Context: an optimization exercise on an open-source flow, tuned for small area and a short achievable clock period. The choices shown serve that exercise and are no tape-out recipe. Function was checked by simulation only, so behaviour that the tests miss may differ from the original. Power figures rest on the tool's default switching activity, not on a simulated workload.

## run A
Design mipsCore, start of the top module:
module mipsCore #(
	parameter logic [31:0] ResetPc = 32'h0000_0000
) (
	input  wire logic        clk,
	input  wire logic        rst,
	input  wire logic [31:0] instr,
	input  wire logic        instrValid,
	output logic      [31:0] pc,
	output logic             retValid,
	output logic      [31:0] retPc,
	output logic             retRegWe,
	output logic      [4:0]  retDstReg,
	output logic      [31:0] retWrData,
	output logic      [31:0] retNextPc
);
	logic        vR;         
	logic        wR;         
	logic [4:0]  dstR;
	logic [31:0] resR;       
	logic        wR2;
	logic [4:0]  dstR2;
	logic [31:0] pcR;        
	logic [31:0] pc4R;       
	logic [31:0] tgtR;       
	logic [31:0] pR;
	logic        g31R;       
	logic        zR;         
	logic [32:0] cgR, cpR;   
	logic        selSumR, selPR, selSltR, selSltuR, selShRR, selShLR, selLinkR;
	logic [2:0]  shamtR;
	logic        fillR;      
	logic        brEqR, brNeR, brLtzR, brGezR, brLezR, brGtzR, jR, jrR;
	logic [31:0] res;        
	logic [5:0]  op, fn;
	logic [4:0]  rsA, rtA, rdA, sa;
	logic [15:0] imm;
	assign op  = instr[31:26];
	assign fn  = instr[5:0];
	assign rsA = instr[25:21];
	assign rtA = instr[20:16];
	assign rdA = instr[15:11];
	assign sa  = instr[10:6];
	assign imm = instr[15:0];
	logic go;
	assign go = instrValid & ~rst;
	logic isSp;
	assign isSp = (op == 6'b000000);
	logic iAddu, iSubu, iAnd, iOr, iXor, iNor, iSlt, iSltu;
	logic iSll, iSrl, iSra, iSllv, iSrlv, iSrav, iJr;
	logic iBltz, iBgez, iBeq, iBne, iBlez, iBgtz, iJ, iJal;
	logic iAddiu, iSlti, iSltiu, iAndi, iOri, iXori, iLui;
	assign iAddu  = isSp && fn == 6'b100001;
	assign iSubu  = isSp && fn == 6'b100011;
	assign iAnd   = isSp && fn == 6'b100100;
	assign iOr    = isSp && fn == 6'b100101;
	assign iXor   = isSp && fn == 6'b100110;
	assign iNor   = isSp && fn == 6'b100111;
	assign iSlt   = isSp && fn == 6'b101010;
	assign iSltu  = isSp && fn == 6'b101011;
	assign iSll   = isSp && fn == 6'b000000;
	assign iSrl   = isSp && fn == 6'b000010;
	assign iSra   = isSp && fn == 6'b000011;
	assign iSllv  = isSp && fn == 6'b000100;
	assign iSrlv  = isSp && fn == 6'b000110;
	assign iSrav  = isSp && fn == 6'b000111;
  ...
Settings: LEC_CHECK=0, CAP_MARGIN=20, CORE_MARGIN=2, CORE_UTILIZATION=58, PLACE_DENSITY=0.72, SETUP_SLACK_MARGIN=4.0, SLEW_MARGIN=20; clock period 9.0 ns.
standard.sh (not shown) runs the stock make flow with config.mk's settings and CLKGATE_MAP_FILE= SYNTH_SCRIPT=/design/flow/synth_recipe.tcl, a recipe that flattens the netlist after the stock synthesis.
==> flow/flow/run.sh <==
#!/bin/bash
set -o pipefail
bash standard.sh MATCH_CELL_FOOTPRINT=0 \
	"BUFFER_PORTS_ARGS=-buffer_cell sky130_fd_sc_hd__buf_4" \
	"CTS_ARGS=-sink_clustering_enable -repair_clock_nets -buf_list sky130_fd_sc_hd__clkbuf_8 -sink_clustering_size 16 -sink_clustering_max_diameter 50 -dont_use_dummy_load" \
	finish > standard.log 2>&1
--- input diff run A..run B ---
Settings: a change of CORE_UTILIZATION from 58 to 50; a change of PLACE_DENSITY from 0.72 to 0.65.
==> comparison <==
Run B ended with less sequential share of layout area than run A.
Each of the runs, namely run A and run B, reached the end of the flow and came out clean.
Global-route usage sits lower in run B than in run A.
Summary of run B over run A: multi-input combinational cell count held steady; count of filler cells inserted in the layout grew by 2247.
Looking at wire length, run B sits 2800 um above run A.
Status: part of the total power dissipated in combinational logic parity (run A, run B)
In run B relative to run A, y dimension of the die had gone up by a little under 10%.
From run A to run B the numbers moved as follows: worst setup slack moved down, post-layout total power level, highest ir drop seen on vdd moved up, number of global-route vias before repair moved down.

== v17 ==
Starting RTL as in the previous note.
Settings: LEC_CHECK=0, CAP_MARGIN=20, CORE_MARGIN=2, CORE_UTILIZATION=40, PLACE_DENSITY=0.6, SETUP_SLACK_MARGIN=4.5, SLEW_MARGIN=20; clock period 9.0 ns.
Scripts as last shown in full above: flow/flow/run.sh
Setup changes, v17 to v24
Settings: SETUP_SLACK_MARGIN: 4.5 -> 4.0.
==> notes.md <==
v24: number of setup buffers added after CTS is 58% lower than what v17 reported.
Per the comparison of v24 with v17, placed cell area lower; sequential share of layout area higher.
Total routed wire length on the met1 layer: higher on v17
Relative to v17, the number of cells on the critical path of v24 is lower by 2.
v24 finished all stages; the layout is clean.
Edits applied to the flow inputs when going from v24 to v44:
Settings: SETUP_SLACK_MARGIN changed from 4.0 to 4.5; PLACE_DENSITY changed from 0.6 to 0.65; CORE_UTILIZATION changed from 40 to 50.
### Flow results
The total wire length number comes out lower for v24 vs v44.
In the tables for v24 and v44, final area reads higher with v44.
Buffer and inverter count on the worst path, v24 and v44: smaller value in v24
Per the comparison of v44 with v24, share of the clock period used by the worst path saw an increase, power went up by about 6%, initial antenna violation count shows an increase of 8.
In the flow results for v24 and v44, the power density over the cells is larger on v24.
Global-route usage was lower in v24 than in v44.
Summary: with v24 as the reference, non-clock buffer count in v44 moved up by more than half.

## re-timing with driven ports
Ports are ideal in the flow. The routed layouts listed here were re-timed in OpenROAD.
Step 1, drivers: a clkbuf_16 drives clk and a buf_2 each remaining input, both assumed.
Step 2 adds t to the input delays and takes it off the output delays; t is the mean of the earliest and latest rising clock arrival at the registers after step 1. Input paths then give back, and output paths get back, about the clock's delay inside the block.
Slacks: no drivers / after step 1 / after step 2; pairs: no drivers / after step 1.
run	t, ns	setup slack, ns	worst setup path after step 2	pins driven straight from the clock port
run A	0.936	3.824 / 3.631 / 2.694	input to register	1
run B	0.997	3.798 / 3.713 / 2.826	input to register	1
v17	1.013	3.766 / 3.685 / 2.707	input to register	1
v24	0.992	3.743 / 3.656 / 2.665	input to register	1
v44	0.968	3.556 / 3.483 / 2.884	input to register	1
After both steps setup and hold are still met in every run listed. For run A, which loses most, drivers alone change the setup slack by -0.193 ns; drivers and shift together by -1.130 ns.
